From an optimization exercise on the open Yosys and OpenROAD flow, aimed at small area; shortcuts taken in it are not production practice.
RTL that was checked went through simulation tests only; none was proved equivalent to the original.
The RTL of run 1 was laid out without a check of its function.
No activity file was given, so power comes from the tool's default toggle rates.

==> design/flow/design.v <==
`timescale 1ns/1ps
module lcd2004_driver #(
    parameter int CLK_HZ          = 50_000_000,
    parameter int BOOT_WAIT_US    = 1_000,
    parameter int REFRESH_WAIT_US = 1_000
) (
    input  logic         clk,
    input  logic         rst,
    input  logic [47:0]  serial_number_i,
    input  logic         serial_done_i,
    input  logic [7:0]   chance_ascii_i,
    input  logic [479:0] msg_i,
    output logic         lcd_rs_o,
    output logic         lcd_en_o,
    output logic [3:0]   lcd_data_o,
    output logic         activated_o
);
    localparam int DIV = CLK_HZ / 1_000_000;
    logic [5:0] pre;
    logic       tick;
    assign tick = (pre == 6'd0);
    always_ff @(posedge clk or negedge rst) begin
        if (!rst)                    pre <= '0;
        else if (pre == 6'(DIV - 1)) pre <= '0;
        else                         pre <= pre + 1'b1;
    end
    localparam logic [1:0] M_WAIT = 2'd0, M_PRE = 2'd1, M_SEND = 2'd2;
    logic [10:0] tcnt;
    logic [1:0]  mode;
    logic        busy;
    logic [1:0]  row;
    logic [4:0]  col;
    logic start, lo_load, byte_end, is_long, wait_done, latch_en;
    assign start     = (mode == M_SEND) && !busy;
    assign is_long   = !activated_o && ((col == 5'd15) || (col == 5'd16) || (col == 5'd20));
    assign byte_end  = busy && tick && (tcnt == (is_long ? 11'd2018 : 11'd58));
    assign lo_load   = busy && tick && (tcnt == 11'd8);
    assign wait_done = (activated_o || (col == 5'd15)) ? (tcnt == 11'(REFRESH_WAIT_US))
                                                       : serial_done_i;
    assign latch_en  = (mode == M_WAIT) && wait_done;
    always_ff @(posedge clk or negedge rst) begin
        if (!rst) begin
            tcnt        <= '1;
            mode        <= M_WAIT;
            busy        <= 1'b0;
            row         <= 2'd3;
            col         <= 5'd15;
            activated_o <= 1'b0;
            lcd_rs_o    <= 1'b0;
        end else begin
            if (start)     tcnt <= '0;
            else if (tick) tcnt <= tcnt + 1'b1;
            case (mode)
                M_WAIT:  if (wait_done) mode <= M_PRE;
                M_PRE:   mode <= M_SEND;
                default: if (start && row == 2'd3 && col == 5'd20) mode <= M_WAIT;
            endcase
            if (start)         busy <= 1'b1;
            else if (byte_end) busy <= 1'b0;
            if (byte_end) begin
                if (col == 5'd20) begin
                    col <= '0;
                    row <= row + 1'b1;
                end else begin
                    col <= col + 1'b1;
                end
            end
            if (start) begin
                lcd_rs_o <= activated_o && (col != 5'd0);
                if (row == 2'd0 && col == 5'd0) activated_o <= 1'b1;
            end
        end
    end
    assign lcd_en_o = busy && ((tcnt >= 11'd3 && tcnt <= 11'd5) || (tcnt >= 11'd12 && tcnt <= 11'd14));
    logic [47:0]  serial_q;
    logic [7:0]   chance_q;
    logic [479:0] msg_q;
    always_ff @(posedge clk) begin
        if (latch_en) begin
            serial_q <= serial_number_i;
            chance_q <= chance_ascii_i;
            msg_q    <= msg_i;
        end
    end
    logic [20:0] colsel;
    logic [3:0]  rowsel;
    logic [7:0]  var_byte, const_byte, cur_byte;
    always_comb begin
        for (int c = 0; c <= 20; c++) colsel[c] = (col == 5'(c));
        for (int r = 0; r < 4; r++)   rowsel[r] = (row == 2'(r));
    end
    always_comb begin
        var_byte = '0;
        if (activated_o) begin
            for (int r = 1; r < 4; r++)
                for (int c = 1; c <= 20; c++)
                    if (rowsel[r] && colsel[c])
                        var_byte = var_byte | msg_q[479 - 8*((r-1)*20 + c-1) -: 8];
            for (int c = 5; c <= 10; c++)
                if (rowsel[0] && colsel[c])
                    var_byte = var_byte | serial_q[47 - 8*(c-5) -: 8];
            if (rowsel[0] && colsel[20])
                var_byte = var_byte | chance_q;
        end
    end
    always_comb begin
        if (col == 5'd0) begin
            case (row)
                2'd0:    const_byte = 8'h80;
                2'd1:    const_byte = 8'hC0;
                2'd2:    const_byte = 8'h94;
                default: const_byte = 8'hD4;
            endcase
        end else if (!activated_o) begin
            case (col)
                5'd15:   const_byte = 8'h33;
                5'd16:   const_byte = 8'h32;
                5'd17:   const_byte = 8'h28;
                5'd18:   const_byte = 8'h0C;
                5'd19:   const_byte = 8'h06;
                default: const_byte = 8'h01;
            endcase
        end else if (row == 2'd0) begin
            case (col)
                5'd1:  const_byte = "S";
                5'd2:  const_byte = "N";
                5'd3:  const_byte = ":";
                5'd5, 5'd6, 5'd7, 5'd8, 5'd9, 5'd10, 5'd20:
                       const_byte = 8'h00;
                5'd12: const_byte = "c";
                5'd13: const_byte = "h";
                5'd14: const_byte = "a";
                5'd15: const_byte = "n";
                5'd16: const_byte = "c";
                5'd17: const_byte = "e";
                5'd18: const_byte = ":";
                default: const_byte = " ";
            endcase
        end else begin
            const_byte = 8'h00;
        end
    end
    assign cur_byte = var_byte | const_byte;
    always_ff @(posedge clk or negedge rst) begin
        if (!rst)         lcd_data_o <= '0;
        else if (start)   lcd_data_o <= cur_byte[7:4];
        else if (lo_load) lcd_data_o <= cur_byte[3:0];
    end
endmodule
==> design/flow/flow/run.sh <==
#!/bin/bash
# Own layout flow: the standard synthesis and ORFS flow, with single-size
# port buffers and a clock tree without dummy loads.
set -uo pipefail
bash standard.sh synth > synth.log 2>&1 || exit 1
bash standard.sh \
  BUFFER_PORTS_ARGS="-buffer_cell sky130_fd_sc_hd__buf_1" \
  CTS_ARGS="-sink_clustering_enable -repair_clock_nets -dont_use_dummy_load -buf_list sky130_fd_sc_hd__clkbuf_4" \
  finish > layout.log 2>&1 || exit 1
==> design/flow/standard.sh <==
#!/bin/bash
# synth_recipe.tcl (not shown) runs the flow's synth.tcl, then flattens the netlist and writes it again
# the make line also repeats each setting of config.mk as NAME=value (left out here)
make -C /OpenROAD-flow-scripts/flow DESIGN_CONFIG=/design/flow/config.mk WORK_HOME=/design/flow/orfs CLKGATE_MAP_FILE= SYNTH_SCRIPT=/design/flow/synth_recipe.tcl "${@:-finish}"
==> design/flow/config.mk <==
export PLATFORM = sky130hd
export DESIGN_NAME = lcd2004_driver
export DESIGN_NICKNAME = lcd2004_driver
export VERILOG_FILES = /design/flow/design.v
export SDC_FILE = /design/flow/constraint.sdc
export NUM_CORES = 4
export LEC_CHECK = 0
export CAP_MARGIN = 20
export CORE_MARGIN = 2
export CORE_UTILIZATION = 40
export SLEW_MARGIN = 20
==> design/flow/constraint.sdc <==
create_clock -name core_clock -period 20.0 [get_ports {clk}]
set_input_delay 4.0000 -clock core_clock [delete_from_list [all_inputs] [get_ports {clk}]]
set_output_delay 4.0000 -clock core_clock [all_outputs]
set_load 0.01 [all_outputs]
==> results of run 1 <==
worst max path at each step:
stage | from | endpoint | slack (ps) | cells past startpoint
3_3_place_gp | serial_done_i | msg_q[335] | 12080 | 6
3_5_place_dp | serial_done_i | serial_q[31] | 11950 | 6
4_1_cts | tcnt[1] | lcd_en_o | 13000 | 6
5_1_grt | tcnt[1] | lcd_en_o | 12950 | 6
6_report | tcnt[1] | lcd_en_o | 13160 | 6
2_1_floorplan | serial_done_i | chance_q[0] | 2760 | 2
layer usage:
metal  track usage, %  up-vias
met2             49.3     1215
met5                0        -
met3             7.43      195
met4             13.6        2
met1             40.4     8848
li1                 -     7420
cell families after synthesis:
group | synth area share (%)
AOI/OAI and AO/OA | 8.45
adders and majority gates | 1.04
xor gates and xnor gates | 0.423
DFF | 74.3
and+or+nand+nor | 13.0
buffers and inverters | 2.50
muxes | 0.329
stage by stage:
step	std cells	util, %	power [uW]	setup WS [ps]	hold WS, ps
finish	2920	48.0	2150	13160	488
global route	2917	48.0	2230	12950	518
CTS	2905	47.9	2170	13000	488
detailed placement	2752	45.9	1400	11950	476
global placement	2752	45.9	1400	12080	460
floorplan	1514	-	1340	2760	491
worst register-to-register path, stage by stage, from the launching register on:
cell     delay (ps)
dfstp_2         580
ha_1            340
inv_1           130
nor2_1          140
ha_1            190
nor2_1          120
nor4_1          430
a21oi_1         130
nor3_4          490
buf_6           690
buf_4          1000
buf_4           950
cell usage in the layout, fill, tap and decap left out, types with 5 or more instances in the layout:
cell       count
xnor2_1        5
and3_1        51
a2111oi_0      8
and2_1        18
dfrtp_1       16
inv_1         16
nand2_1       37
buf_4         55
and2_0         6
diode_2       15
nor3_1        17
buf_1        544
a32o_1        17
a32oi_1       64
nor2_1        40
ha_1          15
nand3_1      198
o21ai_0       20
nand2b_1       7
a31oi_1       39
nor4_1        14
clkbuf_4     153
and4b_1        5
edfxtp_1     536
and4_1         8
nor2b_1        9
a222oi_1      11
a22oi_1       18
dfstp_2       17
a221oi_1       5
nand4_1       70
nor4bb_4       6
a21oi_1       25
xor2_1         6
a22o_1        13
flip-flops by register name (all words and copies together) (netlist names), 4 cells and up:
signal	flops
chance_q	8
col	5
lcd_data_o	4
msg_q	480
pre	6
serial_q	48
tcnt	11
cell type report:
class | instances | share of cell area (%)
diodes | 15 | 0.139
inverters | 16 | 0.222
clock buffers | 153 | 4.24
repair buffers | 602 | 9.20
well taps | 756 | 3.49
multi-input cells | 809 | 20.1
flip-flops and latches | 569 | 62.6
report_power, final:
part	internal (uW)	switching, uW
sequential	1310	6.05
combinational	28.6	36.0
clock	346	423
total	1680	465
==> results.json, run 1 <==
{
  "status": "timing/DRC/antenna clean",
  "cts_tree": "done",
  "cp_num_buf_inv": 1,
  "drtPass1Iterations": 6,
  "drcViolationCount": 0,
  "fmax_ghz": 0.146,
  "min_period_ps": 6840,
  "yosysTopAreaCell": "edfxtp_1",
  "wl_met1_um": 35800,
  "synth.top_cell.area_share_pct": 70.6,
  "overflow": 0,
  "clk_pin_slew_worst_paths_ps": 50,
  "final_cell_area_sq_um": 27100,
  "r2r_start": "col[0]",
  "die_area_sq_um": 58900,
  "hpwl_um": 64200,
  "hold_viol_final": 0,
  "avgSynthCellArea_sq_um": 15.1,
  "multiInputGateArea_sq_um": 5450,
  "clock_latency_ps": 1000,
  "die_w_um": 243,
  "power.density_nw_per_um2": 79.3,
  "post-cts-setup-buffers": 0,
  "coreArea_sq_um": 56400,
  "crit_chain": "ha_1 > a21oi_1 > nor2_1 > o22ai_1 > a2111oi_0 > buf_1",
  "first_global_vias": 17500,
  "min_from": "lcd_rs_o",
  "grt_max_degree": 192,
  "antenna_found_initial": 16,
  "layout-drive-gt1-share_pct": 12.4,
  "numPortBuffers": 545,
  "post-synth-top-count-cell": "edfxtp_1",
  "area_delta_synth_final_pct": 18.7,
  "drt_iter0_drc": 2634,
  "finalSetupTns_ps": 0,
  "initial_core_util_pct": 40.4,
  "seq_area_sq_um": 16900,
  "maxCapViolCount": 0,
  "worst_slew_pin_slew_ps": 1300,
  "crit_family": "compound AO/OA/AOI/OAI gates",
  "worstPathRequired_ps": 16000,
  "synth_edf_count": 536,
  "clockBufferDepth": 3,
  "skew_ps": 106,
  "synthTopCellsByCount": "edfxtp_1 (536), nand3_1 (198), clkbuf_1 (82)",
  "die_height_um": 243,
  "synth_cells": 1514,
  "slew_headroom_pct": 13.6,
  "end_kind": "output port",
  "rows": 87,
  "r2r_cells": 11,
  "power.leakage_uw": 0.00871,
  "cts_sinks": 569,
  "ys_types": 71,
  "hold_class": "register to register",
  "drt_wl_total_um": 92800,
  "slowest_delay_ps": 620,
  "reg2reg_slack_ps": 14390,
  "place_area_sq_um": 25900,
  "grt_usage_pct": 30.9,
  "fin_nets": 2709,
  "setup_violations": 0,
  "top_layer_used": "met5",
  "worstSetupStartpointType": "register",
  "critPathKind": "register to output port",
  "place.gp.congestion": 0.892,
  "max-vdd-ir-drop_v": 0.0000477,
  "syn-cell-area_sq_um": 22800,
  "root_buffer": "clkbuf_4",
  "syn_nets": 2072,
  "vias": 17700,
  "via_per_inst": 6.05,
  "ys_ff_latch": 569,
  "min_to": "lcd_rs_o",
  "n_fill_cell": 5204,
  "h-tree-depth": 4,
  "io_pins": 546,
  "worstPathArrival_ps": 2840,
  "crit_slowest_cell": "a2111oi_0",
  "ant_nets": 0,
  "min_path_cells": 2,
  "grt_pass1_wl_um": 126000,
  "synth_ff_type": "edfxtp_1",
  "post-route-period-util_pct": 34.2,
  "synth-seq-area-share_pct": 74.3,
  "wl_met2_um": 44600,
  "cts_resized": 0,
  "dr_wl_met3_um": 8760,
  "crit_path_max_fanout": 8,
  "post_drt_wl_per_cell_um": 31.8,
  "synth_area_leaders": "edfxtp_1 (71%), nand3_1 (4.3%), a32oi_1 (2.5%), dfstp_2 (2.0%), nand4_1 (1.9%)",
  "synthArstFlopShare_pct": 5.80,
  "synth_warnings": 1,
  "slew_violations": 0,
  "cts_made_buffers": 153,
  "reg2reg_to": "serial_q[15]",
  "cts_hold_buf": 0,
  "grt_setup_unrepaired": "no"
}
==> run 2: changes to the inputs <==
--- a/design/flow/design.v
+++ b/design/flow/design.v
@@ -1,3 +1,22 @@
+`timescale 1ns/1ps
+module lcd_aoi222 (
+    input  logic a0, b0, a1, b1, a2, b2,
+    output logic y
+);
+    assign y = ~((a0 & b0) | (a1 & b1) | (a2 & b2));
+endmodule
+module lcd_oai22 (
+    input  logic a0, b0, a1, b1,
+    output logic y
+);
+    assign y = ~((a0 | b0) & (a1 | b1));
+endmodule
+module lcd_nand2 (
+    input  logic a, b,
+    output logic y
+);
+    assign y = ~(a & b);
+endmodule
 `timescale 1ns/1ps
 module lcd2004_driver #(
     parameter int CLK_HZ          = 50_000_000,
@@ -82,26 +101,50 @@
             msg_q    <= msg_i;
         end
     end
-    logic [20:0] colsel;
-    logic [3:0]  rowsel;
+    logic [3:1]  rowsel;
+    logic [20:1] coln;        
+    logic [20:1] r0sel;       
     logic [7:0]  var_byte, const_byte, cur_byte;
     always_comb begin
-        for (int c = 0; c <= 20; c++) colsel[c] = (col == 5'(c));
-        for (int r = 0; r < 4; r++)   rowsel[r] = (row == 2'(r));
+        for (int r = 1; r < 4; r++)   rowsel[r] = (row == 2'(r));
+        for (int c = 1; c <= 20; c++) coln[c]   = !(activated_o && col == 5'(c));
+        for (int c = 1; c <= 20; c++) r0sel[c]  = activated_o && row == 2'd0 && col == 5'(c);
+    end
+    logic [7:0] y1 [1:20];
+    logic [7:0] g2 [0:9];
+    logic [7:0] f0 [0:6];
+    for (genvar c = 1; c <= 20; c++) begin : g_col
+        for (genvar b = 0; b < 8; b++) begin : g_bit
+            lcd_aoi222 u_l1 (
+                .a0 (rowsel[1]), .b0 (msg_q[472 - 8*((1-1)*20 + c-1) + b]),
+                .a1 (rowsel[2]), .b1 (msg_q[472 - 8*((2-1)*20 + c-1) + b]),
+                .a2 (rowsel[3]), .b2 (msg_q[472 - 8*((3-1)*20 + c-1) + b]),
+                .y  (y1[c][b])
+            );
+        end
+    end
+    for (genvar k = 0; k < 10; k++) begin : g_pair
+        for (genvar b = 0; b < 8; b++) begin : g_bit
+            lcd_oai22 u_l2 (
+                .a0 (coln[2*k+1]), .b0 (y1[2*k+1][b]),
+                .a1 (coln[2*k+2]), .b1 (y1[2*k+2][b]),
+                .y  (g2[k][b])
+            );
+        end
+    end
+    for (genvar s = 0; s < 7; s++) begin : g_r0
+        for (genvar b = 0; b < 8; b++) begin : g_bit
+            if (s < 6) begin : g_sn
+                lcd_nand2 u_f0 (.a (r0sel[5+s]), .b (serial_q[47 - 8*s - 7 + b]), .y (f0[s][b]));
+            end else begin : g_ch
+                lcd_nand2 u_f0 (.a (r0sel[20]), .b (chance_q[b]), .y (f0[s][b]));
+            end
+        end
     end
     always_comb begin
         var_byte = '0;
-        if (activated_o) begin
-            for (int r = 1; r < 4; r++)
-                for (int c = 1; c <= 20; c++)
-                    if (rowsel[r] && colsel[c])
-                        var_byte = var_byte | msg_q[479 - 8*((r-1)*20 + c-1) -: 8];
-            for (int c = 5; c <= 10; c++)
-                if (rowsel[0] && colsel[c])
-                    var_byte = var_byte | serial_q[47 - 8*(c-5) -: 8];
-            if (rowsel[0] && colsel[20])
-                var_byte = var_byte | chance_q;
-        end
+        for (int k = 0; k < 10; k++) var_byte = var_byte | g2[k];
+        for (int s = 0; s < 7; s++)  var_byte = var_byte | ~f0[s];
     end
     always_comb begin
         if (col == 5'd0) begin
==> design/flow/flow/run.sh (replaced) <==
#!/bin/bash
# Own layout flow: the standard synthesis and ORFS flow, with single-size
# port buffers and a clustered clock tree without dummy loads.
set -uo pipefail
bash standard.sh synth > synth.log 2>&1 || exit 1
bash standard.sh \
  BUFFER_PORTS_ARGS="-buffer_cell sky130_fd_sc_hd__buf_1" \
  CTS_ARGS="-sink_clustering_enable -repair_clock_nets -dont_use_dummy_load -buf_list sky130_fd_sc_hd__clkbuf_8 -sink_clustering_size 16 -sink_clustering_max_diameter 80" \
  finish > layout.log 2>&1 || exit 1
--- a/design/flow/config.mk
+++ b/design/flow/config.mk
@@ -9,3 +9,5 @@
 export CORE_MARGIN = 2
 export CORE_UTILIZATION = 40
 export SLEW_MARGIN = 20
+export SYNTH_HIERARCHICAL = 1
+export SYNTH_MINIMUM_KEEP_SIZE = 0
==> results.json, run 2 <==
{
  "power.total_uw": 1890,
  "post_drt_wl_per_cell_um": 26.7,
  "grt_setup_unrepaired": "no",
  "crit_path_max_fanout": 77,
  "drt_iter0_drc": 2213,
  "hpwl_um": 46500,
  "die_height_um": 235,
  "synth-simple-area-share_pct": 6.20,
  "crit_slowest_cell": "buf_4",
  "post-route-period-util_pct": 36.3,
  "grt_usage_pct": 23.2,
  "clockBufferDepth": 3,
  "worstPathArrival_ps": 7490,
  "synthArstFlopShare_pct": 5.80,
  "clk_pin_slew_worst_paths_ps": 90,
  "synth_top_family_by_area": "compound AO/OA/AOI/OAI gates",
  "cts_sinks": 569,
  "ys_ff_latch": 569,
  "clock_latency_ps": 660,
  "largest_register_ffs": 480,
  "cts_made_buffers": 43,
  "max-vdd-ir-drop_v": 0.0000509,
  "synthXorXnorAreaFrac_pct": 0.412,
  "drcViolationCount": 0,
  "synthTopCellsByCount": "edfxtp_1 (536), a222oi_1 (160), nand2_1 (87)",
  "power.leakage_uw": 0.00718,
  "post-synth-top-count-cell": "edfxtp_1",
  "critPathKind": "input port to register",
  "final_common_cell": "buf_1",
  "synth_area_leaders": "edfxtp_1 (76%), a222oi_1 (7.5%), o22ai_1 (2.4%), dfstp_2 (2.1%), dfrtp_1 (1.9%)",
  "slowest_delay_ps": 880,
  "p_sw_share_pct": 19.8,
  "area_delta_synth_final_pct": 17.3,
  "seq_power_share_pct": 68.8,
  "synth_ff_type": "edfxtp_1",
  "combPwrFrac_pct": 2.2,
  "cts_tree": "done",
  "syn-cell-area_sq_um": 21300,
  "die_w_um": 235,
  "rows": 84,
  "post-cts-setup-buffers": 0,
  "worstPathRequired_ps": 20230,
  "p_switching_uw": 373,
  "coreArea_sq_um": 52600,
  "drtPass1Iterations": 8,
  "hold_viol_final": 0,
  "fin_nets": 2338,
  "grt_max_degree": 88,
  "top_register": "msg_q",
  "initial_core_util_pct": 40.5,
  "final_cell_mix": "buf_1 (544), edfxtp_1 (536), a222oi_1 (160)",
  "status": "timing/DRC/antenna clean",
  "crit_family": "buffers and inverters",
  "yosysTopAreaCell": "edfxtp_1",
  "ant_nets": 0,
  "slew_violations": 0,
  "p_int_uw": 1520,
  "setup_violations": 0,
  "h-tree-depth": 2,
  "io_pins": 546,
  "slew_headroom_pct": 25.5,
  "syn_nets": 1747,
  "fmax_ghz": 0.138,
  "synthAdderAreaFrac_pct": 1.06,
  "worstSetupStartpointType": "input port",
  "synth_warnings": 10,
  "post-place-ws_ps": 12060,
  "via_per_inst": 5.75,
  "synth-compound-area-share_pct": 11.7,
  "finalSetupTns_ps": 0,
  "overflow": 0,
  "hold_class": "register to register",
  "first_global_vias": 14300,
  "cp_common_cell": "buf_4",
  "maxCapViolCount": 0,
  "layout-drive-gt1-share_pct": 5.56,
  "skew_ps": 71.3,
  "top_regs": "msg_q (480), serial_q (48), tcnt (11)",
  "avgSynthCellArea_sq_um": 17.9,
  "antenna_found_initial": 30,
  "setup_ws_ps": 12740,
  "cp_num_buf_inv": 4,
  "synth.area.mux_share_pct": 0.406,
  "place.gp.congestion": 0.837,
  "cts_hold_buf": 0,
  "root_buffer": "clkbuf_8",
  "synth.top_cell.area_share_pct": 75.6,
  "drt_wl_total_um": 66500,
  "synth-seq-area-share_pct": 79.6,
  "grt_pass1_wl_um": 94100,
  "ys_types": 59,
  "power.density_nw_per_um2": 75.7,
  "crit_chain": "buf_1 > a21oi_1 > nor2_4 > buf_4 > buf_4 > buf_4",
  "die_area_sq_um": 55100,
  "min_period_ps": 7260,
  "clkPwrFrac_pct": 29.0,
  "synth_edf_count": 536,
  "synth_cells": 1190,
  "worst_slew_pin_slew_ps": 1120,
  "numPortBuffers": 545,
  "cts_resized": 0,
  "vias": 14300,
  "end_kind": "register"
}
[run 2: final timing paths]
| path | startpoint | end | slack (ps) | cells past startpoint |
|---|---|---|---|---|
| worst max register to register | col[0] | msg_q[257] | 14240 | 10 |
| max in group asynchronous | rst | activated_o | 15930 | 1 |
| worst min register to register | tcnt[1] | tcnt[1] | 510 | 2 |
| worst min-delay path | tcnt[1] | tcnt[1] | 510 | 2 |
| worst max-delay path | serial_done_i | msg_q[257] | 12740 | 6 |
| min in group asynchronous | rst | pre[5] | 3480 | 1 |
[run 2: final cells by class]
| type | instances | area [sq um] |
|---|---|---|
| diodes | 26 | 65.1 |
| multi-input cells | 587 | 4250 |
| clock buffers | 43 | 592 |
| repair buffers | 565 | 2200 |
| inverters | 15 | 56.3 |
| flip-flops and latches | 569 | 16900 |
| fillers | 4732 | 27600 |
| well taps | 688 | 861 |
[run 2: kinds of logic (layout without fill, tap and decap cells)]
logic type | after synthesis | in the layout
buffers and inverters | 34 | 623
DFF | 569 | 569
adders and majority gates | 18 | 18
and+or+nand+nor | 253 | 253
muxes | 8 | 8
xor gates and xnor gates | 10 | 10
AOI/OAI and AO/OA | 298 | 298
other | 0 | 26
[run 2: through the flow]
stage	util [%]	hold slack, ps	std cells	area, sq um
2_1_floorplan	-	482	1190	21300
3_3_place_gp	46.3	498	2424	24300
3_5_place_dp	46.3	502	2424	24300
4_1_cts	47.4	514	2467	24900
5_1_grt	47.5	551	2488	25000
6_report	47.5	514	2493	25000
[run 2: modules after synthesis, one instance, submodules excluded]
module	area, sq um	flops+latches	copies in the design
lcd2004_driver	19000	569	1
lcd_aoi222	10.0	0	160
lcd_nand2	3.75	0	56
lcd_oai22	6.26	0	80
[run 2: power groups by stage]
| stage | combinational, uW | clock (uW) | sequential, uW |
|---|---|---|---|
| 5_1_grt | 47.4 | 604 | 1300 |
| 2_1_floorplan | 0.00335 | 0 | 1330 |
| 3_5_place_dp | 42.4 | 0 | 1330 |
| 6_report | 42.3 | 548 | 1300 |
| 4_1_cts | 42.6 | 564 | 1300 |
| 3_3_place_gp | 41.0 | 0 | 1330 |
[run 2: metal layers]
layer  vias up  part of all wire [%]  GRT usage, %
met3       105                   8.0          5.24
met4        10                   2.8          9.28
met5         -                  0.10             0
met1      7136                    39          29.6
li1       6375                     -             -
met2       717                    51          38.7
[run 2: worst register-to-register path: stages, from the launching register on]
cell and delay [ps]:
dfstp_2 590, ha_1 440, and3_1 230, ha_1 210, nor2_1 130, nor4b_1 380, a21oi_1 140, nor2_4 570
buf_4 870, buf_4 980, buf_4 850
==> run 3: changes to the inputs <==
--- a/design/flow/design.v
+++ b/design/flow/design.v
@@ -34,14 +34,14 @@
     output logic [3:0]   lcd_data_o,
     output logic         activated_o
 );
-    localparam int DIV = CLK_HZ / 1_000_000;
+    localparam logic [5:0] PRE_FIRST = 6'b011101;
+    localparam logic [5:0] PRE_LAST  = 6'b001110;
     logic [5:0] pre;
     logic       tick;
-    assign tick = (pre == 6'd0);
+    assign tick = (pre == PRE_FIRST);
     always_ff @(posedge clk or negedge rst) begin
-        if (!rst)                    pre <= '0;
-        else if (pre == 6'(DIV - 1)) pre <= '0;
-        else                         pre <= pre + 1'b1;
+        if (!rst) pre <= PRE_FIRST;
+        else      pre <= {pre[4:0], pre[5] ^ pre[4] ^ (pre == PRE_LAST)};
     end
     localparam logic [1:0] M_WAIT = 2'd0, M_PRE = 2'd1, M_SEND = 2'd2;
     logic [10:0] tcnt;
@@ -65,7 +65,6 @@
             row         <= 2'd3;
             col         <= 5'd15;
             activated_o <= 1'b0;
-            lcd_rs_o    <= 1'b0;
         end else begin
             if (start)     tcnt <= '0;
             else if (tick) tcnt <= tcnt + 1'b1;
@@ -85,11 +84,11 @@
                 end
             end
             if (start) begin
-                lcd_rs_o <= activated_o && (col != 5'd0);
                 if (row == 2'd0 && col == 5'd0) activated_o <= 1'b1;
             end
         end
     end
+    assign lcd_rs_o = activated_o && (busy ? (col != 5'd0) : (col != 5'd1));
     assign lcd_en_o = busy && ((tcnt >= 11'd3 && tcnt <= 11'd5) || (tcnt >= 11'd12 && tcnt <= 11'd14));
     logic [47:0]  serial_q;
     logic [7:0]   chance_q;
@@ -106,9 +105,11 @@
     logic [20:1] r0sel;       
     logic [7:0]  var_byte, const_byte, cur_byte;
     always_comb begin
-        for (int r = 1; r < 4; r++)   rowsel[r] = (row == 2'(r));
-        for (int c = 1; c <= 20; c++) coln[c]   = !(activated_o && col == 5'(c));
-        for (int c = 1; c <= 20; c++) r0sel[c]  = activated_o && row == 2'd0 && col == 5'(c);
+        rowsel[1] = (row == 2'd1);
+        rowsel[2] = (row == 2'd2);
+        rowsel[3] = (row == 2'd3) && activated_o;
+        for (int c = 1; c <= 20; c++) coln[c]   = !(col == 5'(c));
+        for (int c = 1; c <= 20; c++) r0sel[c]  = (row == 2'd0) && (col == 5'(c));
     end
     logic [7:0] y1 [1:20];
     logic [7:0] g2 [0:9];
==> results.json, run 3 <==
{
  "ant_nets": 0,
  "finalSetupTns_ps": 0,
  "slowest_delay_ps": 840,
  "post-route-period-util_pct": 32.5,
  "avgSynthCellArea_sq_um": 18.2,
  "cts_sinks": 568,
  "cp_num_buf_inv": 3,
  "place.gp.congestion": 0.878,
  "grt_setup_unrepaired": "no",
  "grt_max_degree": 200,
  "min_period_ps": 6510,
  "synthArstFlopShare_pct": 5.63,
  "status": "timing/DRC/antenna clean",
  "max-vdd-ir-drop_v": 0.0000654,
  "drt_wl_total_um": 65500,
  "first_global_vias": 14100,
  "rows": 84,
  "hold_ws_ps": 379,
  "drt_iter0_drc": 1872,
  "h-tree-depth": 2,
  "end_kind": "register",
  "n_fill_cell": 4630,
  "syn_nets": 1717,
  "r2r_start": "col[4]",
  "crit_slowest_cell": "buf_12",
  "root_buffer": "clkbuf_8",
  "cts_hold_buf": 0,
  "cts_tree": "done",
  "drcViolationCount": 0,
  "top_register": "msg_q",
  "multiInputGateArea_sq_um": 4130,
  "grt_usage_pct": 23.0,
  "min_from": "pre[3]",
  "synth_cells": 1159,
  "grt_pass1_wl_um": 90700,
  "cts_resized": 0,
  "synthTopCellsByCount": "edfxtp_1 (536), a222oi_1 (160), nand2_1 (90)",
  "hold_class": "register to register",
  "clk_pin_slew_worst_paths_ps": 80,
  "area_delta_synth_final_pct": 17.6,
  "coreArea_sq_um": 52300,
  "power.leakage_uw": 0.00724,
  "power.total_uw": 1880,
  "largest_register_ffs": 480,
  "synth_warnings": 10,
  "post-cts-setup-buffers": 0,
  "slew_headroom_pct": 28.4,
  "r2r_cells": 8,
  "worstPathRequired_ps": 20250,
  "io_pins": 546,
  "syn-cell-area_sq_um": 21100,
  "top_regs": "msg_q (480), serial_q (48), tcnt (11)",
  "final_cell_mix": "buf_1 (545), edfxtp_1 (536), a222oi_1 (160)",
  "hpwl_um": 45600,
  "initial_core_util_pct": 40.4,
  "synth_edf_count": 536,
  "synth-seq-area-share_pct": 80.1,
  "synth.top_cell.area_share_pct": 76.2,
  "vias": 14100,
  "ys_types": 62,
  "synth_ff_type": "edfxtp_1",
  "layout-drive-gt1-share_pct": 5.82,
  "yosysTopAreaCell": "edfxtp_1",
  "ys_ff_latch": 568,
  "clock_latency_ps": 660,
  "post_drt_wl_per_cell_um": 26.6,
  "seq_area_sq_um": 16900,
  "min_path_cells": 0,
  "crit_path_max_fanout": 199,
  "clockBufferDepth": 3,
  "hold_viol_final": 0,
  "synth_area_leaders": "edfxtp_1 (76%), a222oi_1 (7.6%), dfstp_2 (2.6%), o22ai_1 (2.4%), nand2_1 (1.6%)",
  "path_depth": 6,
  "die_area_sq_um": 54700,
  "via_per_inst": 5.73,
  "critPathKind": "input port to register",
  "worstSetupStartpointType": "input port",
  "power.density_nw_per_um2": 75.8,
  "skew_ps": 71.5,
  "fin_nets": 2312,
  "crit_chain": "buf_1 > nand2_1 > o21a_1 > nor2_4 > buf_4 > buf_12",
  "overflow": 0,
  "die_w_um": 234,
  "drtPass1Iterations": 10,
  "numPortBuffers": 545,
  "final_common_cell": "buf_1",
  "fmax_ghz": 0.154,
  "antenna_found_initial": 23,
  "maxCapViolCount": 0,
  "worst_slew_pin_slew_ps": 1060,
  "die_height_um": 234,
  "post-synth-top-count-cell": "edfxtp_1",
  "crit_start": "serial_done_i",
  "worstPathArrival_ps": 6750,
  "slew_violations": 0,
  "setup_violations": 0,
  "crit_family": "buffers and inverters",
  "cts_made_buffers": 42
}
==> run 3: worst reg2reg max path, cell delays in order (launching register included) <==
cell and delay, ps:
dfrtp_1 810, inv_2 140, ha_1 250, nor2_1 360
nand2_1 100, o21a_1 150, nor2_4 710, buf_4 790
buf_12 870
==> run 3: stage by stage <==
stage | area (sq um) | instances | utilization (%) | setup WS (ps)
after global placement | 24200 | 2397 | 46.2 | 12850
after detailed placement | 24200 | 2397 | 46.2 | 12760
after global routing | 24800 | 2456 | 47.4 | 13260
after CTS | 24800 | 2439 | 47.3 | 13480
after floorplan | 21100 | 1159 | - | 1270
final | 24800 | 2459 | 47.5 | 13490
==> run 3: modules after synthesis, one instance, submodules excluded <==
module | flops+latches | cell area (sq um)
lcd2004_driver | 568 | 18800
lcd_aoi222 | 0 | 10.0
lcd_oai22 | 0 | 6.26
lcd_nand2 | 0 | 3.75
==> run 3: worst paths after layout <==
path | end | slack (ps)
max | msg_q[104] | 13490
min | pre[4] | 380
max reg2reg | msg_q[104] | 15360
min reg2reg | pre[4] | 380
max in group asynchronous | col[2] | 16230
min in group asynchronous | lcd_data_o[0] | 3400
==> run 3: cell type report <==
| type | instances | area share [%] |
|---|---|---|
| flip-flops and latches | 568 | 68.1 |
| multi-input cells | 562 | 16.6 |
| repair buffers | 566 | 9.04 |
| well taps | 688 | 3.47 |
| clock buffers | 42 | 2.33 |
| inverters | 14 | 0.212 |
| diodes | 19 | 0.191 |
==> run 3: metal layers <==
| metal | global-route usage (%) | up-vias | wire length [um] |
|---|---|---|---|
| li1 | - | 6246 | - |
| met1 | 30.1 | 6978 | 25000 |
| met2 | 37.2 | 728 | 32400 |
| met3 | 5.27 | 120 | 5810 |
| met4 | 9.77 | 10 | 2190 |
| met5 | 0 | - | 63 |
==> run 3: kinds of logic after synthesis <==
logic type,Yosys count,share of synthesized area [%]
adders and majority gates,19,1.13
AOI/OAI and AO/OA,288,11.6
DFF,568,80.1
and+or+nand+nor,231,5.55
muxes,12,0.622
xor gates and xnor gates,12,0.498
buffers and inverters,29,0.533
==> run 3: report_power, final <==
group	switching, uW	internal [uW]	leakage (uW)
logic	18.0	23.4	0.00178
clock network	355	189	0.000302
registers	0	1300	0.00516
total	373	1510	0.00724
==> run 4: changes to the inputs <==
--- a/design/flow/design.v
+++ b/design/flow/design.v
@@ -66,8 +66,7 @@
             col         <= 5'd15;
             activated_o <= 1'b0;
         end else begin
-            if (start)     tcnt <= '0;
-            else if (tick) tcnt <= tcnt + 1'b1;
+            tcnt <= start ? '0 : tcnt + 11'(tick);
             case (mode)
                 M_WAIT:  if (wait_done) mode <= M_PRE;
                 M_PRE:   mode <= M_SEND;
@@ -75,14 +74,8 @@
             endcase
             if (start)         busy <= 1'b1;
             else if (byte_end) busy <= 1'b0;
-            if (byte_end) begin
-                if (col == 5'd20) begin
-                    col <= '0;
-                    row <= row + 1'b1;
-                end else begin
-                    col <= col + 1'b1;
-                end
-            end
+            col <= (byte_end && col == 5'd20) ? 5'd0 : col + 5'(byte_end);
+            row <= row + 2'(byte_end && col == 5'd20);
             if (start) begin
                 if (row == 2'd0 && col == 5'd0) activated_o <= 1'b1;
             end
@@ -113,7 +106,7 @@
     end
     logic [7:0] y1 [1:20];
     logic [7:0] g2 [0:9];
-    logic [7:0] f0 [0:6];
+    logic [7:0] f0 [0:2];
     for (genvar c = 1; c <= 20; c++) begin : g_col
         for (genvar b = 0; b < 8; b++) begin : g_bit
             lcd_aoi222 u_l1 (
@@ -133,19 +126,23 @@
             );
         end
     end
-    for (genvar s = 0; s < 7; s++) begin : g_r0
+    for (genvar s = 0; s < 2; s++) begin : g_r0
         for (genvar b = 0; b < 8; b++) begin : g_bit
-            if (s < 6) begin : g_sn
-                lcd_nand2 u_f0 (.a (r0sel[5+s]), .b (serial_q[47 - 8*s - 7 + b]), .y (f0[s][b]));
-            end else begin : g_ch
-                lcd_nand2 u_f0 (.a (r0sel[20]), .b (chance_q[b]), .y (f0[s][b]));
-            end
+            lcd_aoi222 u_f0 (
+                .a0 (r0sel[5+3*s]), .b0 (serial_q[40 - 8*(3*s)   + b]),
+                .a1 (r0sel[6+3*s]), .b1 (serial_q[40 - 8*(3*s+1) + b]),
+                .a2 (r0sel[7+3*s]), .b2 (serial_q[40 - 8*(3*s+2) + b]),
+                .y  (f0[s][b])
+            );
         end
+    end
+    for (genvar b = 0; b < 8; b++) begin : g_ch
+        lcd_nand2 u_f0 (.a (r0sel[20]), .b (chance_q[b]), .y (f0[2][b]));
     end
     always_comb begin
         var_byte = '0;
         for (int k = 0; k < 10; k++) var_byte = var_byte | g2[k];
-        for (int s = 0; s < 7; s++)  var_byte = var_byte | ~f0[s];
+        for (int s = 0; s < 3; s++)  var_byte = var_byte | ~f0[s];
     end
     always_comb begin
         if (col == 5'd0) begin
==> results.json, run 4 <==
{
  "clockBufferDepth": 3,
  "clkPwrFrac_pct": 28.6,
  "layout-drive-gt1-share_pct": 5.77,
  "place.gp.congestion": 0.810,
  "skew_ps": 72.1,
  "maxCapViolCount": 0,
  "drcViolationCount": 0,
  "grt_max_degree": 205,
  "slew_headroom_pct": 17.0,
  "power.density_nw_per_um2": 76.6,
  "grt_setup_unrepaired": "no",
  "slew_violations": 0,
  "largest_register_ffs": 480,
  "final_cell_mix": "buf_1 (545), edfxtp_1 (536), a222oi_1 (176)",
  "ys_ff_latch": 568,
  "initial_core_util_pct": 40.6,
  "synthTopCellsByCount": "edfxtp_1 (536), a222oi_1 (176), o22ai_1 (80)",
  "post_drt_wl_per_cell_um": 27.2,
  "post-cts-setup-buffers": 0,
  "worst_slew_pin_slew_ps": 1240,
  "die_w_um": 233,
  "seq_area_sq_um": 16900,
  "grt_usage_pct": 23.0,
  "synth-seq-area-share_pct": 80.9,
  "status": "timing/DRC/antenna clean",
  "synth.top_cell.area_share_pct": 77.0,
  "drt_iter0_drc": 1864,
  "antenna_found_initial": 14,
  "top_regs": "msg_q (480), serial_q (48), tcnt (11)",
  "reg2reg_slack_ps": 15140,
  "drtPass1Iterations": 6,
  "final_common_cell": "buf_1",
  "cts_made_buffers": 42,
  "post-synth-top-count-cell": "edfxtp_1",
  "fmax_ghz": 0.154,
  "multiInputGateArea_sq_um": 3920,
  "setup_violations": 0,
  "p_switching_uw": 367,
  "combPwrFrac_pct": 2.3,
  "clk_pin_slew_worst_paths_ps": 100,
  "area_delta_synth_final_pct": 17.3,
  "fin_nets": 2234,
  "crit_path_max_fanout": 84,
  "syn-cell-area_sq_um": 20900,
  "grt_pass1_wl_um": 89000,
  "cts_hold_buf": 0,
  "worstPathArrival_ps": 6730,
  "synth_warnings": 10,
  "hpwl_um": 45400,
  "numPortBuffers": 545,
  "synthArstFlopShare_pct": 5.63,
  "p_sw_share_pct": 19.5,
  "post-route-period-util_pct": 32.6,
  "synth_ff_type": "edfxtp_1",
  "die_area_sq_um": 54100,
  "n_fill_cell": 4570,
  "yosysTopAreaCell": "edfxtp_1",
  "end_kind": "register",
  "cts_tree": "done",
  "hold_viol_final": 0,
  "cts_sinks": 568,
  "worstPathRequired_ps": 20220,
  "ys_types": 68,
  "worstSetupStartpointType": "input port",
  "root_buffer": "clkbuf_8",
  "avgSynthCellArea_sq_um": 19.1,
  "io_pins": 546,
  "hold_class": "register to register",
  "drt_wl_total_um": 64500,
  "cts_resized": 0,
  "synth_area_leaders": "edfxtp_1 (77%), a222oi_1 (8.4%), dfstp_2 (2.6%), o22ai_1 (2.4%), dfrtp_1 (1.3%)",
  "max-vdd-ir-drop_v": 0.0000550,
  "die_height_um": 233,
  "place_area_sq_um": 23900,
  "synth_edf_count": 536,
  "power.leakage_uw": 0.00714,
  "clock_latency_ps": 660,
  "rows": 83,
  "finalSetupTns_ps": 0,
  "synth_cells": 1093,
  "seq_power_share_pct": 69.1,
  "syn_nets": 1644,
  "via_per_inst": 5.82,
  "critPathKind": "input port to register",
  "final_cell_area_sq_um": 24500,
  "vias": 13800,
  "overflow": 0,
  "ant_nets": 0,
  "coreArea_sq_um": 51500,
  "p_int_uw": 1510,
  "min_period_ps": 6510,
  "h-tree-depth": 2,
  "top_register": "msg_q",
  "first_global_vias": 13800
}
==> run 4: power by group through the flow <==
stage / clock network, uW / registers (uW) / logic, uW
after floorplan: 0 / 1330 / 0.00318
after global placement: 0 / 1330 / 40.8
after detailed placement: 0 / 1320 / 42.6
after CTS: 555 / 1300 / 42.9
after global routing: 594 / 1300 / 47.5
final: 537 / 1300 / 42.5
==> run 4: cell families after synthesis <==
group                      after synthesis  synth area share, %
buffers and inverters                   25                0.503
and+or+nand+nor                        168                 4.48
muxes                                    5                0.251
DFF                                    568                 80.9
adders and majority gates               12                0.718
AOI/OAI and AO/OA                      301                 12.5
xor gates and xnor gates                14                0.586
==> run 4: routing by layer <==
metal	GRT usage [%]	share of wire [%]	vias up
met5	0	0.087	-
met4	10.2	3.9	8
met3	6.30	9.5	131
met2	38.1	50	756
met1	28.1	37	6826
li1	-	-	6083
==> run 4: cell type report <==
type,count,share of cell area (%)
multi-input combinational,500,16.0
timing repair buffer,563,8.94
clock buffer,42,2.36
tap,680,3.47
sequential,568,69.0
inverter,8,0.122
antenna,11,0.112
==> run 4: path summary, 6_finish.rpt <==
| path | end | depth (start not counted) | startpoint |
|---|---|---|---|
| max in group asynchronous | tcnt[2] | 2 | rst |
| min in group asynchronous | col[4] | 2 | rst |
| worst min register to register | pre[4] | 0 | pre[3] |
| worst max register to register | lcd_data_o[2] | 10 | activated_o |
| worst max-delay path | msg_q[443] | 6 | serial_done_i |
| worst min-delay path | pre[4] | 0 | pre[3] |
==> run 4: per-stage QoR <==
| stage | power, uW | cells | setup WS, ps | hold slack, ps | util, % |
|---|---|---|---|---|---|
| 2_1_floorplan | 1330 | 1093 | 1490 | 354 | - |
| 3_3_place_gp | 1370 | 2319 | 12930 | 355 | 46.4 |
| 3_5_place_dp | 1370 | 2319 | 12860 | 358 | 46.4 |
| 4_1_cts | 1900 | 2361 | 13520 | 374 | 47.6 |
| 5_1_grt | 1940 | 2370 | 13300 | 383 | 47.6 |
| 6_report | 1880 | 2372 | 13490 | 372 | 47.6 |
==> run 4: Yosys stat by module (local to each module, per instance) <==
| module | flip-flops and latches | cells inside |
|---|---|---|
| lcd_nand2 | 0 | 1 |
| lcd_oai22 | 0 | 1 |
| lcd2004_driver | 568 | 829 |
| lcd_aoi222 | 0 | 1 |
==> run 4: critical path, stage by stage <==
cell	delay [ps]
buf_1	100
nand2_1	90
a211oi_4	220
buf_4	590
buf_4	700
buf_4	910
==> run 5: changes to the inputs <==
==> design/flow/flow/run.sh (replaced) <==
#!/bin/bash
# Own layout flow: the standard synthesis and ORFS flow, with single-size
# port buffers and a clustered clock tree without dummy loads.
set -uo pipefail
bash standard.sh synth > synth.log 2>&1 || exit 1
bash standard.sh \
  BUFFER_PORTS_ARGS="-buffer_cell sky130_fd_sc_hd__buf_1" \
  CTS_ARGS="-sink_clustering_enable -repair_clock_nets -dont_use_dummy_load -buf_list sky130_fd_sc_hd__clkbuf_8 -sink_clustering_size 18 -sink_clustering_max_diameter 70" \
  finish > layout.log 2>&1 || exit 1
--- a/design/flow/config.mk
+++ b/design/flow/config.mk
@@ -7,7 +7,8 @@
 export LEC_CHECK = 0
 export CAP_MARGIN = 20
 export CORE_MARGIN = 2
-export CORE_UTILIZATION = 40
+export CORE_UTILIZATION = 60
+export PLACE_DENSITY = 0.7
 export SLEW_MARGIN = 20
 export SYNTH_HIERARCHICAL = 1
 export SYNTH_MINIMUM_KEEP_SIZE = 0
==> results.json, run 5 <==
{
  "top_regs": "msg_q (480), serial_q (48), tcnt (11)",
  "final_cell_mix": "buf_1 (545), edfxtp_1 (536), a222oi_1 (176)",
  "hold_class": "register to register",
  "synth.top_cell.area_share_pct": 77.0,
  "crit_path_max_fanout": 11,
  "syn_nets": 1644,
  "drtPass1Iterations": 8,
  "slew_violations": 0,
  "die_area_sq_um": 36400,
  "synth_area_leaders": "edfxtp_1 (77%), a222oi_1 (8.4%), dfstp_2 (2.6%), o22ai_1 (2.4%), dfrtp_1 (1.3%)",
  "finalSetupTns_ps": 0,
  "rows": 68,
  "avgSynthCellArea_sq_um": 19.1,
  "worstPathArrival_ps": 2240,
  "first_global_vias": 13700,
  "crit_family": "flip-flops",
  "slowest_delay_ps": 620,
  "overflow": 0,
  "largest_register_ffs": 480,
  "antenna_found_initial": 28,
  "fmax_ghz": 0.160,
  "synth_ff_type": "edfxtp_1",
  "cp_num_buf_inv": 2,
  "synth_warnings": 10,
  "power.density_nw_per_um2": 76.1,
  "max-vdd-ir-drop_v": 0.0000663,
  "worstSetupStartpointType": "register",
  "synth_edf_count": 536,
  "h-tree-depth": 2,
  "ys_ff_latch": 568,
  "synth_cells": 1093,
  "ys_types": 68,
  "p_switching_uw": 351,
  "drt_iter0_drc": 2096,
  "root_buffer": "clkbuf_8",
  "grt_pass1_wl_um": 84100,
  "hold_viol_final": 0,
  "clock_latency_ps": 590,
  "vias": 13900,
  "coreArea_sq_um": 34500,
  "yosysTopAreaCell": "edfxtp_1",
  "status": "timing/DRC/antenna clean",
  "grt_usage_pct": 32.3,
  "fin_util_pct": 70.3,
  "worstPathRequired_ps": 16000,
  "post-cts-setup-buffers": 0,
  "fin_nets": 2225,
  "top_register": "msg_q",
  "end_kind": "output port",
  "critPathKind": "register to output port",
  "p_sw_share_pct": 19.0,
  "drt_wl_total_um": 60100,
  "combPwrFrac_pct": 2.3,
  "seq_power_share_pct": 70.4,
  "worst_slew_pin_slew_ps": 1180,
  "post_drt_wl_per_cell_um": 27.8,
  "drcViolationCount": 0,
  "post-route-period-util_pct": 31.2,
  "final_cell_area_sq_um": 24200,
  "cts_sinks": 568,
  "initial_core_util_pct": 60.7,
  "area_delta_synth_final_pct": 15.9,
  "cts_made_buffers": 38,
  "post-synth-top-count-cell": "edfxtp_1",
  "place_area_sq_um": 23600,
  "via_per_inst": 6.45,
  "clockBufferDepth": 3,
  "setup_violations": 0,
  "crit_chain": "inv_1 > ha_1 > mux2i_1 > o31a_1 > buf_1",
  "cts_tree": "done",
  "power.leakage_uw": 0.00708,
  "layout-drive-gt1-share_pct": 5.20,
  "syn-cell-area_sq_um": 20900,
  "min_period_ps": 6240,
  "slew_headroom_pct": 21.2,
  "cts_hold_buf": 0,
  "p_int_uw": 1490,
  "maxCapViolCount": 0,
  "die_w_um": 191,
  "hpwl_um": 42000,
  "final_common_cell": "buf_1",
  "synthArstFlopShare_pct": 5.63,
  "place.gp.congestion": 0.907,
  "ant_nets": 0,
  "grt_max_degree": 212,
  "synth-seq-area-share_pct": 80.9,
  "grt_setup_unrepaired": "no",
  "die_height_um": 191,
  "clkPwrFrac_pct": 27.3,
  "reg2reg_slack_ps": 15490,
  "io_pins": 546,
  "cts_resized": 0,
  "clk_pin_slew_worst_paths_ps": 100,
  "synthTopCellsByCount": "edfxtp_1 (536), a222oi_1 (176), o22ai_1 (80)",
  "hold_ws_ps": 361,
  "skew_ps": 43.0,
  "crit_slowest_cell": "dfstp_2",
  "numPortBuffers": 545
}
-- run 5: stage by stage --
step	cells	setup slack, ps	power, uW
final	2161	13760	1850
after floorplan	1093	1490	1330
after detailed placement	2089	13630	1370
after global routing	2151	13620	1890
after CTS	2127	13740	1850
after global placement	2089	13670	1370
-- run 5: final timing paths --
path,to,from,depth (start not counted)
max,lcd_rs_o,col[0],5
min,pre[4],pre[3],0
max reg2reg,lcd_data_o[2],activated_o,10
min reg2reg,pre[4],pre[3],0
max in group asynchronous,pre[3],rst,2
min in group asynchronous,lcd_data_o[1],rst,2
-- run 5: Yosys stat by module (local to each module, per instance) --
module / cells / cell area, sq um / times used
lcd_oai22: 1 / 6.26 / 80
lcd2004_driver: 829 / 18600 / 1
lcd_nand2: 1 / 3.75 / 8
lcd_aoi222: 1 / 10.0 / 176
-- run 5: layer usage --
metal  vias up  GRT usage [%]  routed length [um]
met2       841           52.5               30300
met1      6880           41.8               21500
met5         -              0                   0
met3       142           6.96                5620
met4         0           16.1                2670
li1       6086              -                   -
-- run 5: cells by family after synthesis --
family / Yosys count / synth area share [%]
AOI/OAI and AO/OA: 301 / 12.5
muxes: 5 / 0.251
adders and majority gates: 12 / 0.718
buffers and inverters: 25 / 0.503
and+or+nand+nor: 168 / 4.48
xor gates and xnor gates: 14 / 0.586
DFF: 568 / 80.9
-- run 5: final cells by class --
| cell class | count | area (sq um) |
|---|---|---|
| sequential | 568 | 16900 |
| inverter | 8 | 30.0 |
| clock buffer | 38 | 523 |
| antenna | 34 | 85.1 |
| timing repair buffer | 558 | 2190 |
| fill | 2372 | 10200 |
| tap | 455 | 569 |
| multi-input combinational | 500 | 3920 |
-- run 5: power groups by stage --
stage	logic [uW]	registers [uW]	clock network [uW]
2_1_floorplan	0.00318	1330	0
3_3_place_gp	41.0	1330	0
3_5_place_dp	42.4	1330	0
4_1_cts	42.7	1300	512
5_1_grt	47.6	1300	547
6_report	42.9	1300	504
==> run 6: changes to the inputs <==
==> design/flow/flow/run.sh (replaced) <==
#!/bin/bash
# Own layout flow: the standard synthesis and ORFS flow, with single-size
# port buffers and a clustered clock tree without dummy loads
# (clkbuf_8 at the leaves, clkbuf_4 above them).
set -uo pipefail
bash standard.sh synth > synth.log 2>&1 || exit 1
bash standard.sh \
  BUFFER_PORTS_ARGS="-buffer_cell sky130_fd_sc_hd__buf_1" \
  CTS_ARGS="-sink_clustering_enable -repair_clock_nets -dont_use_dummy_load -buf_list sky130_fd_sc_hd__clkbuf_4 -sink_clustering_buffer sky130_fd_sc_hd__clkbuf_8 -sink_clustering_size 18 -sink_clustering_max_diameter 70" \
  finish > layout.log 2>&1 || exit 1
==> results.json, run 6 <==
{
  "status": "timing/DRC/antenna clean",
  "grt_max_degree": 212,
  "clockBufferDepth": 3,
  "ys_types": 68,
  "die_area_sq_um": 36400,
  "place_inst": 2089,
  "drcViolationCount": 0,
  "yosysTopAreaCell": "edfxtp_1",
  "syn-cell-area_sq_um": 20900,
  "power.density_nw_per_um2": 75.6,
  "syn_nets": 1644,
  "hold_viol_final": 0,
  "synth_area_leaders": "edfxtp_1 (77%), a222oi_1 (8.4%), dfstp_2 (2.6%), o22ai_1 (2.4%), dfrtp_1 (1.3%)",
  "post-synth-top-count-cell": "edfxtp_1",
  "maxCapViolCount": 0,
  "skew_ps": 54.5,
  "ys_ff_latch": 568,
  "synth_cells": 1093,
  "via_per_inst": 6.42,
  "power.leakage_uw": 0.00708,
  "antenna_found_initial": 27,
  "place.gp.congestion": 0.907,
  "die_w_um": 191,
  "avgSynthCellArea_sq_um": 19.1,
  "synth.top_cell.area_share_pct": 77.0,
  "root_buffer": "clkbuf_4",
  "critPathKind": "register to output port",
  "top_register": "msg_q",
  "grt_pass1_wl_um": 84200,
  "worst_slew_pin_slew_ps": 1170,
  "layout-drive-gt1-share_pct": 5.26,
  "grt_setup_unrepaired": "no",
  "numPortBuffers": 545,
  "drt_iter0_drc": 2268,
  "slew_violations": 0,
  "clk_pin_slew_worst_paths_ps": 110,
  "crit_path_max_fanout": 11,
  "drt_wl_total_um": 60300,
  "first_global_vias": 13700,
  "end_kind": "output port",
  "worstPathRequired_ps": 16000,
  "setup_violations": 0,
  "cts_tree": "done",
  "ant_nets": 0,
  "top_regs": "msg_q (480), serial_q (48), tcnt (11)",
  "rows": 68,
  "cts_resized": 0,
  "grt_usage_pct": 32.4,
  "synth_edf_count": 536,
  "overflow": 0,
  "clock_latency_ps": 760,
  "max-vdd-ir-drop_v": 0.0000656,
  "synth_warnings": 10,
  "drtPass1Iterations": 10,
  "hold_class": "register to register",
  "cts_made_buffers": 38,
  "synthArstFlopShare_pct": 5.63,
  "area_delta_synth_final_pct": 15.9,
  "synth_ff_type": "edfxtp_1",
  "slew_headroom_pct": 21.9,
  "final_cell_mix": "buf_1 (545), edfxtp_1 (536), a222oi_1 (176)",
  "io_pins": 546,
  "multiInputGateArea_sq_um": 3920,
  "final_common_cell": "buf_1",
  "largest_register_ffs": 480,
  "vias": 13900,
  "cts_sinks": 568,
  "post-cts-setup-buffers": 0,
  "fmax_ghz": 0.157,
  "finalSetupTns_ps": 0,
  "post-route-period-util_pct": 31.9,
  "h-tree-depth": 2,
  "die_height_um": 191,
  "worstSetupStartpointType": "register",
  "initial_core_util_pct": 60.7,
  "cts_hold_buf": 0,
  "post_drt_wl_per_cell_um": 27.9,
  "coreArea_sq_um": 34500,
  "worstPathArrival_ps": 2380,
  "synth-seq-area-share_pct": 80.9,
  "n_fill_cell": 2387,
  "fin_nets": 2226,
  "synthTopCellsByCount": "edfxtp_1 (536), a222oi_1 (176), o22ai_1 (80)",
  "hpwl_um": 42000,
  "fin_cells": 2160,
  "seq_area_sq_um": 16900,
  "min_period_ps": 6380
}
## run 6: final timing paths
check,slack (ps),endpoint,startpoint,cells after the start
worst max register to register,15490,lcd_data_o[2],activated_o,10
max in group asynchronous,16380,col[0],rst,2
worst min register to register,360,pre[4],pre[3],0
min in group asynchronous,3280,busy,rst,2
worst max-delay path,13620,lcd_rs_o,col[0],5
worst min-delay path,360,pre[4],pre[3],0
## run 6: critical path, stage by stage (launching register included)
cell	delay [ps]
dfstp_2	620
inv_1	110
ha_1	360
mux2i_1	190
o31a_1	190
buf_1	190
## run 6: kinds of logic after synthesis
| group | share of synthesized area, % |
|---|---|
| buffers and inverters | 0.503 |
| AND/OR/NAND/NOR | 4.48 |
| XOR/XNOR | 0.586 |
| flip-flops | 80.9 |
| adder cells (fa/ha/maj) | 0.718 |
| multiplexers | 0.251 |
| AO/OA/AOI/OAI | 12.5 |
## run 6: final cells by class
cell class,instances,share of cell area (%)
diodes,32,0.330
clock buffers,38,2.03
inverters,8,0.124
multi-input cells,500,16.2
flip-flops and latches,568,69.8
well taps,455,2.35
repair buffers,559,9.17
## run 6: power by group
part | switching (uW) | leakage (uW) | internal, uW
Combinational | 19.6 | 0.00165 | 23.4
Sequential | 0 | 0.00516 | 1300
Clock | 331 | 0.000260 | 159
Total | 350 | 0.00708 | 1480
## run 6: stage by stage
step | hold slack (ps) | instance area, sq um | util [%] | setup WS (ps) | total power (uW)
2_1_floorplan | 354 | 20900 | - | 1490 | 1330
3_3_place_gp | 357 | 23600 | 68.6 | 13670 | 1370
3_5_place_dp | 358 | 23600 | 68.6 | 13630 | 1370
4_1_cts | 367 | 24100 | 70.0 | 13580 | 1840
5_1_grt | 370 | 24200 | 70.3 | 13480 | 1880
6_report | 364 | 24200 | 70.3 | 13620 | 1830
## run 6: Yosys stat by module, one instance, submodules excluded
module	area, sq um	cells inside	flops+latches	copies in the design
lcd_nand2	3.75	1	0	8
lcd2004_driver	18600	829	568	1
lcd_aoi222	10.0	1	0	176
lcd_oai22	6.26	1	0	80
## run 6: per-layer routing
metal	GRT usage [%]	wire length, um	up-vias
met3	6.90	5790	124
met2	53.4	30500	831
li1	-	-	6082
met5	0	0	-
met1	41.8	21700	6820
met4	14.7	2380	0

[port drivers added, routing unchanged]
Ports are ideal in the flow. The routed layouts listed here were re-timed in OpenROAD.
Step 1, drivers: a clkbuf_16 drives clk and a buf_2 each remaining input, both assumed.
Step 2 adds t to the input delays and takes it off the output delays; t is the mean of the earliest and latest rising clock arrival at the registers after step 1. Input paths then give back, and output paths get back, about the clock's delay inside the block.
a / b / c = no drivers / after step 1 / after step 2; a / b = the first two.
| run | t (ns) | slack for setup (ns) | slew at the worst register clock pin (ns) | cell pins on the clock port's net |
|---|---|---|---|---|
| run 1 | 0.986 | 13.160 / 13.105 / 12.194 | 0.07 / 0.07 | 1 |
| run 2 | 0.676 | 12.745 / 12.770 / 12.094 | 0.11 / 0.11 | 1 |
| run 3 | 0.683 | 13.494 / 13.514 / 12.830 | 0.11 / 0.11 | 1 |
| run 4 | 0.676 | 13.489 / 13.502 / 12.826 | 0.11 / 0.11 | 1 |
| run 5 | 0.618 | 13.757 / 13.708 / 13.548 | 0.11 / 0.11 | 1 |
| run 6 | 0.780 | 13.622 / 13.570 / 13.411 | 0.11 / 0.11 | 1 |
After both steps setup and hold are still met in every run listed. The setup slack of run 1, which loses most, moves by -0.055 ns with the drivers and by -0.966 ns with both steps.
